This design comes from an exercise in tuning for small area, a short achievable clock period and few clock cycles on the open sky130 flow, not from production work. In this exercise RTL edits were held to simulation tests only and were not proved equivalent to the original. No activity file was given, so power comes from the tool's default toggle rates.

[flow/run.sh]
#!/bin/bash
# synth_recipe.tcl (not shown) runs the flow's synth.tcl, then flattens the netlist and writes it again
# the make line also repeats each setting of config.mk as NAME=value (left out here)
make -C /OpenROAD-flow-scripts/flow DESIGN_CONFIG=/design/flow/config.mk WORK_HOME=/design/flow/orfs CLKGATE_MAP_FILE= SYNTH_SCRIPT=/design/flow/synth_recipe.tcl finish
[flow/config.mk]
export PLATFORM = sky130hd
export DESIGN_NAME = dark_pixel_centroid
export DESIGN_NICKNAME = dark_pixel_centroid
export VERILOG_FILES = /design/flow/design.v
export SDC_FILE = /design/flow/constraint.sdc
export NUM_CORES = 4
export LEC_CHECK = 0
export ABC_CLOCK_PERIOD_IN_PS = 2000
export CAP_MARGIN = 20
export CORE_MARGIN = 2
export CORE_UTILIZATION = 40
export SETUP_SLACK_MARGIN = 3.0
export SLEW_MARGIN = 20
[flow/constraint.sdc]
create_clock -name core_clock -period 5.0 [get_ports {clk}]
set_input_delay 1.0000 -clock core_clock [delete_from_list [all_inputs] [get_ports {clk}]]
set_output_delay 1.0000 -clock core_clock [all_outputs]
set_load 0.01 [all_outputs]
[flow/design.v]
package dpc_pkg;
	localparam int PIX_W  = 8;
	localparam int DIM_W  = 9;
	localparam int CNT_W  = 17;
	localparam int SUM_W  = 24;
	localparam int CFG_IW = 3;
	localparam int CFG_DW = 17;
endpackage
module dark_pixel_centroid (
	input  logic        clk,
	input  logic        arst_n,
	input  logic        cfg_valid,
	output logic        cfg_ready,
	input  logic [2:0]  cfg_index,
	input  logic [16:0] cfg_data,
	input  logic        s_tvalid,
	output logic        s_tready,
	input  logic [7:0]  s_tdata,
	input  logic        s_tlast,
	output logic        m_tvalid,
	input  logic        m_tready,
	output logic [39:0] m_tdata,
	output logic        m_tuser
);
	logic [8:0]  cfg_w, cfg_xs, cfg_xe, cfg_ys, cfg_ye;
	logic [7:0]  cfg_thr;
	logic [16:0] cfg_min, cfg_max;
	logic rdy_q, div_q, vld_q, found_q;
	logic [7:0]  col_q, row_q;    
	logic [16:0] cnt_q;           
	logic [25:0] x_q;             
	logic [23:0] y_q;             
	assign cfg_ready = 1'b1;
	always_ff @(posedge clk or negedge arst_n) begin
		if (!arst_n) begin
			cfg_w   <= 9'd96;
			cfg_thr <= 8'd85;
			cfg_xs  <= 9'd10;
			cfg_xe  <= 9'd86;
			cfg_ys  <= 9'd10;
			cfg_ye  <= 9'd86;
			cfg_min <= 17'd180;
			cfg_max <= 17'd3176;
		end else if (cfg_valid) begin
			case (cfg_index)
				3'd0: cfg_w   <= cfg_data[8:0];
				3'd1: cfg_thr <= cfg_data[7:0];
				3'd2: cfg_xs  <= cfg_data[8:0];
				3'd3: cfg_xe  <= cfg_data[8:0];
				3'd4: cfg_ys  <= cfg_data[8:0];
				3'd5: cfg_ye  <= cfg_data[8:0];
				3'd6: cfg_min <= cfg_data;
				3'd7: cfg_max <= cfg_data;
				default: ;
			endcase
		end
	end
	logic       accept, last, in_win, wrap;
	logic [8:0] col_inc;
	logic [24:0] sx_add, sy_add;
	assign accept  = s_tvalid && rdy_q;
	assign last    = accept && s_tlast;
	assign col_inc = {1'b0, col_q} + 9'd1;
	assign wrap    = (col_inc == cfg_w) || (cfg_w == 9'd0) || (cfg_w[8] && col_inc[8]);
	assign in_win  = accept && (s_tdata < cfg_thr) &&
		({1'b0, col_q} >= cfg_xs) && ({1'b0, col_q} < cfg_xe) &&
		({1'b0, row_q} >= cfg_ys) && ({1'b0, row_q} < cfg_ye);
	assign sx_add = {1'b0, x_q[23:0]} + {17'd0, col_q};
	assign sy_add = {1'b0, y_q} + {17'd0, row_q};
	logic [17:0] trial;
	logic [18:0] diff;
	logic        fits, swap, div_end;
	assign trial   = x_q[25:8];
	assign diff    = {1'b0, trial} - {2'b0, cnt_q};
	assign fits    = !diff[18];
	assign swap    = div_q && (col_q == 8'd9);
	assign div_end = div_q && (col_q == 8'd18);
	always_ff @(posedge clk or negedge arst_n) begin
		if (!arst_n) begin
			rdy_q <= 1'b0;
			div_q <= 1'b0;
			vld_q <= 1'b0;
		end else begin
			if (!rdy_q && !div_q && !vld_q) rdy_q <= 1'b1;
			else if (last)                   rdy_q <= 1'b0;
			if (last)          div_q <= 1'b1;
			else if (div_end)  div_q <= 1'b0;
			if (div_end)       vld_q <= 1'b1;
			else if (m_tready) vld_q <= 1'b0;
		end
	end
	always_ff @(posedge clk) begin
		found_q <= (cnt_q != 17'd0) && (cnt_q >= cfg_min) && (cnt_q <= cfg_max);
		if (!rdy_q && !div_q && !vld_q) begin
			col_q <= '0;
			row_q <= '0;
			cnt_q <= '0;
			x_q   <= '0;
			y_q   <= '0;
		end else if (div_q) begin
			col_q <= col_q + 8'd1;
			if (swap) begin
				x_q      <= {2'b0, y_q};
				y_q[8:0] <= x_q[8:0];
			end else begin
				x_q <= {fits ? diff[16:0] : trial[16:0], x_q[7:0], fits};
			end
		end else if (accept) begin
			if (in_win) begin
				if (cnt_q != 17'h1ffff) cnt_q <= cnt_q + 17'd1;
				x_q[23:0] <= sx_add[24] ? 24'hffffff : sx_add[23:0];
				y_q       <= sy_add[24] ? 24'hffffff : sy_add[23:0];
			end
			if (s_tlast) begin
				col_q <= '0;
				row_q <= '0;
			end else if (wrap) begin
				col_q <= '0;
				if (row_q != 8'hff) row_q <= row_q + 8'd1;
			end else begin
				col_q <= col_inc[7:0];
			end
		end
	end
	assign s_tready = rdy_q;
	assign m_tvalid = vld_q;
	assign m_tuser  = found_q;
	assign m_tdata  = {5'b0, cnt_q & {17{found_q}},
		!found_q, x_q[7:0] | {8{x_q[8] || !found_q}},
		!found_q, y_q[7:0] | {8{y_q[8] || !found_q}}};
endmodule
==> reports/results.txt, run 1 <==
post-synth top area share = 14.5%
Max-Cap Viols = 0
wire per inst = 18.9 um
DIE WIDTH = 175 um
simple-gate portion of the synthesized area = 18.9%
slowest stage cell, crit path = or4_4
worst path arrival time = 3.19 ns
xor/xnor share of the synthesized area = 4.52%
Starting Density = 40.5%
Synth Register Bits = 174
Synth area leader = dfxtp_1
drt initial violations = 744
GRT overflow = 0
antenna violations before repair = 0
CP Capture Type = flop
ys flop type = dfxtp_1
register area = 0.00408 mm2
worst slew pin tran = 1.06 ns
maximum fanout along the worst path = 3
FF-to-FF setup slack = 2.20 ns
multi-input logic area = 0.00852 mm2
count leader, synth = nand2_1
DP Wirelength = 23400 um
Boundary Pins = 78
final setup TNS = 0 ns
total track usage = 23.2%
Syn. warnings = 1
syn avg cell area = 8.63 um2
status = no timing/DRC/antenna violations
H-tree levels = 4
Max IR drop VDD = 0.331 mV
RD Place Congestion = 0.839
Buffers on Ports = 71
critical path class = primary input to flop
Period Utilization, post-route = 56.7%
Area contributors post-synth = dfxtp_1, dfrtp_1, ha_1
Worst Skew = 0.0181 ns
Final ANT Viol Nets = 0
core area = 0.0287 mm2
Final Max Slew Viols = 0
Syn Inst Count = 1348
post-synthesis mux area share = 7.10%
Worst EP required = 5.36 ns
# clock sinks = 174
die height = 175 um
n_diodes = 0
die area = 0.0305 mm2
vias per cell = 5.70
vias in the first global route = 10600
pwr dens = 456 mW/mm2
Syn-to-layout area delta = 37.7%
total iterations of the first detailed-routing run = 5
Peak Freq = 0.352 GHz
first-pass GRT wire length = 56400 um
worst path cell trace = clkdlybuf4s15_1 > ha_4 > o21ai_2 > nor2_1 > o21ai_1 > a211o_1 > nand4_4 > or4_4 > buf_6 > nor3_4 > mux2i_1
Netlist cell types = 77
CP max stage delay = 0.47 ns
Setup WS post-layout = 2.16 ns
r2r startpoint = cfg_ye[2]$_DFFE_PN1P_
main combinational cell family by area after synthesis = simple AND/OR/NAND/NOR gates
min Tclk post-route = 2.84 ns
Root Buffer = clkbuf_16
Hold WC Path Type = flop to flop
via count = 10900
CTS buffer count = 17
CTS tree = built
cell row count = 62
# DRC = 0
Setup crit start = s_tdata[1]
Fillers = 2525
pre-CTS setup slack = 1.12 ns
relative slew slack = 29.4%
Hold Buf Count CTS = 0
nets = 1666
startpoint types = primary input
Post-synth EDFFs = 0
WP buf/inv = 2
RSZ-0062 raised after global routing = yes
layout cell share with drive strength beyond 1 = 37.0%
Lkg Pwr = 6.60 nW
setup violators final = 0
final WL = 36100 um
largest net degree at the start of global routing = 65
Syn Std Cell Area = 0.0116 mm2
register area share after synthesis = 34.1%
clock-pin slew on the worst setup and hold paths = 0.08 ns
min-delay src = cfg_ys[1]$_DFFE_PN1P_
compound-cell area share of the yosys netlist = 17.2%
Final Hold Vio Count = 0
ys async rst share = 51.7%
clk latency of the worst-skew pair = 0.45 ns
post-synthesis adder-cell area fraction = 12.6%
CTS max path bufs = 2
family with the most delay on the worst path = simple AND/OR/NAND/NOR gates
Post-synth top cells = nand2_1, ha_1, inv_1
-- layout make-up --
class / count / share of cell area, %
multi-input combinational: 1018 / 53.2
timing repair inverter: 2 / 0.0781
inverter: 107 / 2.63
sequential: 174 / 25.4
timing repair buffer: 197 / 12.0
tap: 384 / 3.00
clock buffer: 17 / 2.66
clock inverter: 15 / 1.06
-- path summary, 6_finish.rpt --
path                                           end  cells past startpoint
hold / removal               cfg_ys[1]$_DFFE_PN1P_                      2
max in group asynchronous    cfg_ye[1]$_DFFE_PN1P_                      2
setup / recovery            cnt_q[13]$_SDFFE_PP0P_                     11
setup reg to reg            cnt_q[13]$_SDFFE_PP0P_                     11
hold reg to reg              cfg_ys[1]$_DFFE_PN1P_                      2
min in group asynchronous  cfg_max[14]$_DFFE_PN0P_                      1
-- repair_timing --
action                                  in CTS  in global routing
gates resized for setup                    378                172
buffers inserted                            73                 39
endpoints found under the setup margin     210                132
hold endpoints to repair                     0                  0
pin swaps                                   80                 65
cloned                                       7                  3
-- layer usage --
metal  GRT usage [%]  vias to the layer above  wire, um
li1                -                     5197         -
met1            30.5                     5347     16000
met2            38.8                      316     17400
met3            4.05                       55      1950
met4            6.98                        0       789
met5               0                        -         0
-- cell usage in the layout (no fill, tap or decap), types with 18 or more instances in the layout --
cell	Yosys	routed
nand2_1	128	120
inv_1	107	91
ha_1	112	87
nor2_1	103	78
buf_4	7	71
dfrtp_1	63	61
buf_6	0	59
o21ai_0	90	57
a21oi_1	76	56
mux2_2	68	56
dfxtp_1	84	46
xnor2_1	43	42
nand3_1	42	38
dfstp_2	27	27
dfxtp_4	0	24
o21ai_1	1	20
a31oi_1	24	19
a21oi_2	0	19
buf_2	4	19
nor2_4	0	18
or3_1	24	18
clkdlybuf4s50_1	0	18
-- worst register-to-register path: cells and delay by family, from the launching register on --
kind	cells	cell delay (ns)
AND/OR/NAND/NOR	5	1.12
flip-flops	1	0.54
AO/OA/AOI/OAI	2	0.44
multiplexers	1	0.23
adder cells (fa/ha/maj)	1	0.20
buffers and inverters	2	0.19
-- flip-flops by register name, summed over array words and instances, names as in the netlist, 8 cells and up --
signal / count
cfg_min: 17
y_q: 24
cfg_ye: 9
cfg_xs: 9
cfg_w: 9
cfg_xe: 9
row_q: 8
col_q: 8
cfg_max: 17
cfg_thr: 8
x_q: 26
cnt_q: 17
cfg_ys: 9
-- cell families (layout without fill, tap and decap cells) --
logic type,Yosys count,in the layout
AO/OA/AOI/OAI,314,314
flip-flops,174,174
adder cells (fa/ha/maj),115,115
multiplexers,74,74
AND/OR/NAND/NOR,445,449
XOR/XNOR,60,60
other,2,6
buffers and inverters,164,338
-- where the power goes --
part | internal, W | switching (W)
registers | 0.00180 | 0.000466
clock network | 0.000675 | 0.000695
logic | 0.00173 | 0.00195
-- metrics by stage --
step | util, % | power, W | hold WS (ns) | std cells | instance area [um2]
after floorplan | - | 0.00434 | 0.455 | 1352 | 12200
after global placement | 45.4 | 0.00493 | 0.482 | 1760 | 13000
after detailed placement | 45.4 | 0.00500 | 0.488 | 1760 | 13000
after CTS | 52.0 | 0.00676 | 0.505 | 1872 | 14900
after global routing | 55.8 | 0.00779 | 0.520 | 1914 | 16000
final | 55.8 | 0.00731 | 0.493 | 1914 | 16000
Testbench counts, summed over its fixed seeds: cycles 110,388.
==> inputs of run 2 (changes only) <==
--- a/flow/config.mk
+++ b/flow/config.mk
@@ -6,8 +6,8 @@
 export NUM_CORES = 4
 export LEC_CHECK = 0
-export ABC_CLOCK_PERIOD_IN_PS = 2000
+export ABC_CLOCK_PERIOD_IN_PS = 2500
 export CAP_MARGIN = 20
 export CORE_MARGIN = 2
 export CORE_UTILIZATION = 40
-export SETUP_SLACK_MARGIN = 3.0
+export SETUP_SLACK_MARGIN = 2.5
 export SLEW_MARGIN = 20
==> reports/results.txt, run 2 <==
Starting Density = 40.5% (unchanged)
Hold Path End = y_q[5]$_SDFFE_PP0P_
commonest cells after routing, fill and taps aside = nand2_1, inv_1, nor2_1
final setup TNS = 0 ns (unchanged)
Final Max Slew Viols = 0 (unchanged)
# DRC = 0 (unchanged)
CTS tree = built
vias in the first global route = 10200 (-3.7%)
final core occ = 54.5% (-1.3 points)
final WL = 35500 um (-1.8%)
worst slew pin tran = 0.940 ns (-0.115 ns)
Hold WC Path Type = flop to flop
max FFs per register = 26 (unchanged)
# clock sinks = 174 (unchanged)
FF-to-FF setup slack = 2.22 ns (+0.02 ns)
GRT overflow = 0 (unchanged)
Fillers = 2593 (+2.7%)
Final ANT Viol Nets = 0 (unchanged)
WP buf/inv = 2 (unchanged)
cell row count = 62 (unchanged)
CTS buffer count = 17 (unchanged)
Reg2Reg Depth = 11 (unchanged)
vias per cell = 5.70 (about the same)
Final Cell Area = 0.0156 mm2 (-2.4%)
total track usage = 22.2% (-0.99 points)
Boundary Pins = 78 (unchanged)
syn avg cell area = 8.63 um2 (unchanged)
pwr dens = 457 mW/mm2 (about the same)
CP max stage delay = 0.54 ns (+0.07 ns)
Period Utilization, post-route = 55.6% (-1.2 points)
setup violators final = 0 (unchanged)
wire per inst = 18.7 um (-1.0%)
min-delay src = y_q[5]$_SDFFE_PP0P_
maximum fanout along the worst path = 6 (+3)
DIE WIDTH = 175 um (unchanged)
Post-synth top cells = nand2_1, ha_1, inv_1
worst path cell trace = inv_2 > ha_4 > a211o_1 > a31oi_2 > or4_1 > and4_4 > buf_6 > nand3_4 > nor3_4 > mux2_4 > a221o_1
Area contributors post-synth = dfxtp_1, dfrtp_1, ha_1
relative slew slack = 37.1% (+7.7 points)
antenna violations before repair = 0 (unchanged)
worst hold slack = 0.501 ns (+0.00890 ns)
core area = 0.0287 mm2 (unchanged)
RD Place Congestion = 0.841 (+0.27%)
startpoint types = flop
Synth area leader = dfxtp_1
ys flop type = dfxtp_1
DP Wirelength = 23300 um (-0.63%)
FF-to-FF End = x_q[14]$_SDFFE_PP0P_
status = no timing/DRC/antenna violations
largest net degree at the start of global routing = 61 (-6.2%)
Max-Cap Viols = 0 (unchanged)
count leader, synth = nand2_1
Buffers on Ports = 71 (unchanged)
min Tclk post-route = 2.78 ns (-0.0586 ns)
Synth Register Bits = 174 (unchanged)
commonest non-fill, non-tap cell in the layout = nand2_1
worst path arrival time = 3.10 ns (-0.09 ns)
DP Area = 0.0129 mm2 (-1.3%)
die height = 175 um (unchanged)
Max IR drop VDD = 0.303 mV (-8.3%)
via count = 10800 (-0.76%)
pre-CTS setup slack = 1.22 ns (+0.103 ns)
CTS max path bufs = 2 (unchanged)
drt initial violations = 679 (-8.7%)
post-synth top area share = 14.5% (unchanged)
Worst EP required = 5.33 ns (-0.03 ns)
Syn. warnings = 1 (unchanged)
Lkg Pwr = 6.52 nW (-1.1%)
H-tree levels = 4 (unchanged)
n_diodes = 0 (unchanged)
Hold Path Depth = 2 (unchanged)
Post-synth EDFFs = 0 (unchanged)
RSZ-0062 raised after global routing = yes
Setup WS post-layout = 2.22 ns (+0.0586 ns)
Peak Freq = 0.360 GHz (+2.1%)
total iterations of the first detailed-routing run = 6 (+1)
Syn-to-layout area delta = 34.5%
Most flops, register = x_q
Syn Std Cell Area = 0.0116 mm2 (unchanged)
register area = 0.00408 mm2 (about the same)
family with the most delay on the worst path = compound AO/OA/AOI/OAI gates
slowest stage cell, crit path = dfstp_2
Syn Inst Count = 1348 (unchanged)
Netlist cell types = 77 (unchanged)
Final Hold Vio Count = 0 (unchanged)
multi-input logic area = 0.00845 mm2 (-0.79%)
r2r startpoint = cfg_ye[2]$_DFFE_PN1P_
die area = 0.0305 mm2 (unchanged)
Root Buffer = clkbuf_16
layout cell share with drive strength beyond 1 = 35.4% (-1.5 points)
CP Capture Type = flop
Worst Skew = 0.0208 ns (+0.00275 ns)
clk latency of the worst-skew pair = 0.44 ns (about the same)
register area share after synthesis = 34.1% (unchanged)
ys async rst share = 51.7% (unchanged)
clock-pin slew on the worst setup and hold paths = 0.08 ns (about the same)
nets = 1651 (-0.90%)
first-pass GRT wire length = 54000 um (-4.3%)
critical path class = flop to flop
Largest regs = x_q: 26 flops, y_q: 24 flops
-- run 2: cells by family after synthesis --
kind of cell	Yosys count	share of synthesized area [%]
and+or+nand+nor	445	18.9
AOI/OAI and AO/OA	314	17.2
DFF	174	34.1
buffers and inverters	164	5.56
adders and majority gates	115	12.6
muxes	74	7.10
xor gates and xnor gates	60	4.52
other	2	0.0646
-- run 2: report_power, final --
group,internal (W),leakage [nW],total [W],switching [W]
sequential,0.00180,1.75,0.00224,0.000444
combinational,0.00168,4.48,0.00353,0.00185
clock,0.000674,0.292,0.00137,0.000693
total,0.00415,6.52,0.00714,0.00299
-- run 2: final cells by class --
type	count	share of cell area [%]
flip-flops and latches	174	26.1
clock buffers	17	2.72
well taps	384	3.07
repair inverters	1	0.0480
clock inverters	15	1.10
inverters	107	2.69
repair buffers	182	10.3
multi-input cells	1019	54.0
-- run 2: worst max path at each step --
stage                                startpoint                     end  cells past startpoint
after floorplan                      s_tdata[5]  cnt_q[15]$_SDFFE_PP0P_                      9
after global placement               s_tdata[5]    x_q[14]$_SDFFE_PP0P_                     10
after detailed placement             s_tdata[1]    x_q[14]$_SDFFE_PP0P_                     10
after CTS                 cfg_ye[2]$_DFFE_PN1P_  cnt_q[15]$_SDFFE_PP0P_                     10
after global routing                 s_tdata[6]  cnt_q[13]$_SDFFE_PP0P_                     11
final                     cfg_ye[2]$_DFFE_PN1P_    x_q[14]$_SDFFE_PP0P_                     11
-- run 2: repair_timing --
item	4_1_cts	5_1_grt
hold buffers	0	0
resized for setup	275	236
endpoints found under the setup margin	133	109
setup buffers	43	52
pin swaps	38	98
gates cloned	3	6
-- run 2: per-stage QoR --
stage / cells / total power [W]
after floorplan: 1352 / 0.00422
after global placement: 1762 / 0.00484
after detailed placement: 1763 / 0.00490
after CTS: 1841 / 0.00662
after global routing: 1899 / 0.00761
final: 1899 / 0.00714
-- run 2: tightest hold or removal path, stage by stage (launching register included) --
cell and delay, ns:
dfxtp_1 0.34, nand2_1 0.07, a21oi_1 0.05
-- run 2: metal layers --
layer / wire (um) / global-route usage (%) / vias up
met5: 0 / 0 / -
met4: 767 / 5.52 / 0
met1: 16000 / 29.4 / 5311
met2: 17100 / 37.4 / 311
li1: - / - / 5162
met3: 1640 / 4.02 / 48
==> inputs of run 3 (changes only) <==
--- a/flow/config.mk
+++ b/flow/config.mk
@@ -6,8 +6,6 @@
 export NUM_CORES = 4
 export LEC_CHECK = 0
-export ABC_CLOCK_PERIOD_IN_PS = 2500
 export CAP_MARGIN = 20
 export CORE_MARGIN = 2
 export CORE_UTILIZATION = 40
-export SETUP_SLACK_MARGIN = 2.5
 export SLEW_MARGIN = 20
==> reports/results.txt, run 3 <==
status = no timing/DRC/antenna violations
DP Wirelength = 23400 um (+0.33%)
# clock sinks = 174 (unchanged)
Synth area leader = dfxtp_1
wire per inst = 17.6 um (-5.7%)
worst path cell trace = inv_1 > ha_1 > fa_1 > nor2b_1 > o31a_1 > o2111ai_1 > a21oi_1 > or3_1 > mux2_2 > a221oi_1 > a21oi_1
drt initial violations = 706 (+4.0%)
switching pwr = 0.00251 W (-16%)
family with the most delay on the worst path = compound AO/OA/AOI/OAI gates
Final Hold Vio Count = 0 (unchanged)
Syn-to-layout area delta = 14.6%
cell row count = 62 (unchanged)
Final ANT Viol Nets = 0 (unchanged)
clk latency of the worst-skew pair = 0.45 ns (about the same)
worst slew pin tran = 0.981 ns (+0.0409 ns)
startpoint types = flop
core area = 0.0287 mm2 (unchanged)
register area share after synthesis = 34.1% (unchanged)
Total Power = 0.00628 W (-12%)
setup violators final = 0 (unchanged)
Max IR drop VDD = 0.310 mV (+2.0%)
Post-synth EDFFs = 0 (unchanged)
# DRC = 0 (unchanged)
Final Max Slew Viols = 0 (unchanged)
CTS tree = built
Root Buffer = clkbuf_16
pwr dens = 471 mW/mm2 (+3.1%)
Fillers = 2804 (+8.1%)
Synth Register Bits = 174 (unchanged)
Syn Std Cell Area = 0.0116 mm2 (unchanged)
total iterations of the first detailed-routing run = 5 (-1)
most frequent CP cell = a21oi_1
clock power share = 22.5% (+3.4 points)
H-tree levels = 4 (unchanged)
Int Pwr = 0.00376 W (-9.3%)
DIE WIDTH = 175 um (unchanged)
Syn. warnings = 1 (unchanged)
CTS buffer count = 17 (unchanged)
Syn Inst Count = 1348 (unchanged)
Post-CTS Setup Inserts = 0 (-100%)
Max-Cap Viols = 0 (unchanged)
final setup TNS = 0 ns (unchanged)
commonest cells after routing, fill and taps aside = nand2_1, ha_1, inv_1
first-pass GRT wire length = 51800 um (-4.1%)
nets = 1550 (-6.1%)
Boundary Pins = 78 (unchanged)
GRT overflow = 0 (unchanged)
final WL = 31700 um (-11%)
Final Cell Area = 0.0133 mm2 (-15%)
layout cell share with drive strength beyond 1 = 11.1% (-24 points)
critical path class = flop to flop
relative slew slack = 34.5% (-2.6 points)
n_diodes = 0 (unchanged)
total track usage = 21.2% (-0.95 points)
ys async rst share = 51.7% (unchanged)
Area contributors post-synth = dfxtp_1, dfrtp_1, ha_1
Netlist cell types = 77 (unchanged)
vias per cell = 5.60 (-1.9%)
min Tclk post-route = 3.69 ns (+0.907 ns)
ys flop type = dfxtp_1
Most flops, register = x_q
PostCTS Resize Cnt = 0 (-100%)
CP max stage delay = 0.67 ns (+0.13 ns)
via count = 10100 (-7.1%)
Hold WC Path Type = flop to flop
maximum fanout along the worst path = 18 (+12)
Largest regs = x_q: 26 flops, y_q: 24 flops
WP buf/inv = 1 (-1)
clock-pin slew on the worst setup and hold paths = 0.07 ns (about the same)
Hold Buf Count CTS = 0 (unchanged)
die height = 175 um (unchanged)
Lkg Pwr = 5.53 nW (-15%)
switch share = 40.0% (-1.9 points)
syn avg cell area = 8.63 um2 (unchanged)
RSZ-0062 raised after global routing = no
Buffers on Ports = 71 (unchanged)
Starting Density = 40.5% (unchanged)
DP Area = 0.0127 mm2 (-1.3%)
Period Utilization, post-route = 73.7% (+18 points)
Worst Skew = 0.0129 ns (-0.00792 ns)
Gate power share = 42.2% (-7.2 points)
sequential fraction of design power = 35.3% (+3.9 points)
die area = 0.0305 mm2 (unchanged)
RD Place Congestion = 0.856 (+1.8%)
worst hold slack = 0.506 ns (+0.00440 ns)
post-synth top area share = 14.5% (unchanged)
CTS max path bufs = 2 (unchanged)
commonest non-fill, non-tap cell in the layout = nand2_1
vias in the first global route = 9760 (-4.0%)
max FFs per register = 26 (unchanged)
worst path arrival time = 4.00 ns (+0.90 ns)
Post-synth top cells = nand2_1, ha_1, inv_1
Peak Freq = 0.271 GHz (-25%)
CP Capture Type = flop
largest net degree at the start of global routing = 59 (-3.3%)
count leader, synth = nand2_1
antenna violations before repair = 0 (unchanged)
Setup WS post-layout = 1.31 ns (-0.907 ns)
Worst EP required = 5.31 ns (-0.02 ns)
pre-CTS setup slack = 0.913 ns (-0.306 ns)
slowest stage cell, crit path = dfxtp_1
-- run 3: cell counts after synthesis --
No cell type changed its count.
-- run 3: layout make-up --
cell class	count	area, um2	area share (%)
Clock buffer	20	447	3.35
Clock inverter	12	158	1.18
Inverter	107	402	3.01
Multi-Input combinational cell	1014	7040	52.8
Sequential cell	174	3970	29.8
Tap cell	384	480	3.60
Timing Repair Buffer	87	840	6.30
-- run 3: final timing paths --
path / from / cells after the start / slack, ns / endpoint
min: cfg_xs[1]$_DFFE_PN1P_ / 2 / 0.51 / cfg_xs[1]$_DFFE_PN1P_
max reg2reg: x_q[8]$_SDFFE_PP0P_ / 11 / 1.31 / x_q[12]$_SDFFE_PP0P_
max in group asynchronous: arst_n / 2 / 3.45 / cfg_xe[6]$_DFFE_PN1P_
min in group asynchronous: arst_n / 1 / 0.61 / cfg_ye[0]$_DFFE_PN0P_
max: x_q[8]$_SDFFE_PP0P_ / 11 / 1.31 / x_q[12]$_SDFFE_PP0P_
min reg2reg: cfg_xs[1]$_DFFE_PN1P_ / 2 / 0.51 / cfg_xs[1]$_DFFE_PN1P_
-- run 3: cells by family after synthesis --
logic type | synth area share [%]
buffers and inverters | 5.56
xor gates and xnor gates | 4.52
other | 0.0646
and+or+nand+nor | 18.9
DFF | 34.1
AOI/OAI and AO/OA | 17.2
adders and majority gates | 12.6
muxes | 7.10
-- run 3: power by group through the flow --
stage | Clock (W) | Sequential [W] | Combinational (W)
floorplan | 0 | 0.00202 | 0.00212
global placement | 0 | 0.00223 | 0.00257
detailed placement | 0 | 0.00224 | 0.00262
CTS | 0.00144 | 0.00221 | 0.00264
global route | 0.00150 | 0.00227 | 0.00300
finish | 0.00141 | 0.00222 | 0.00265
-- run 3: layer usage --
layer / global-route usage [%] / part of all wire [%] / vias to the layer above
met2: 35.9 / 47 / 232
met3: 3.28 / 3.9 / 38
met1: 28.3 / 47 / 4843
met4: 5.56 / 1.6 / 0
li1: - / - / 4950
met5: 0 / 0 / -
-- run 3: per-stage QoR --
stage          utilization (%)  instances
4_1_cts                   46.4       1797
6_report                  46.4       1798
5_1_grt                   46.4       1798
3_3_place_gp              44.3       1764
3_5_place_dp              44.3       1765
2_1_floorplan                -       1352
-- run 3: worst min-delay path, cell delays in order (launching register included) --
cell     delay (ns)
dfstp_2        0.36
inv_1          0.06
o21ai_0        0.08

re-timing with driven ports:
The flow's constraints put no driver on any port. The routed layouts listed below were extracted and timed again, unchanged, in two steps.
Step 1, drivers: a clkbuf_16 drives clk and a buf_2 each remaining input, both assumed.
Step 2 adds t to the input delays and takes it off the output delays; t is the mean of the earliest and latest rising clock arrival at the registers after step 1. Input paths then give back, and output paths get back, about the clock's delay inside the block.
Three values: no drivers, after step 1, after step 2; two values: the first two.
run	t, ns	slack for setup (ns)	hold WS [ns]	worst setup path at the end	clock arrival spread, ns
run 1	0.487	2.163 / 2.191 / 1.705	0.493 / 0.493 / 0.493	input to register	0.018 / 0.018
run 2	0.483	2.221 / 2.221 / 1.784	0.501 / 0.501 / 0.501	input to register	0.021 / 0.021
run 3	0.487	1.315 / 1.315 / 0.857	0.506 / 0.506 / 0.506	input to register	0.013 / 0.013
After both steps setup and hold are still met in every run listed.
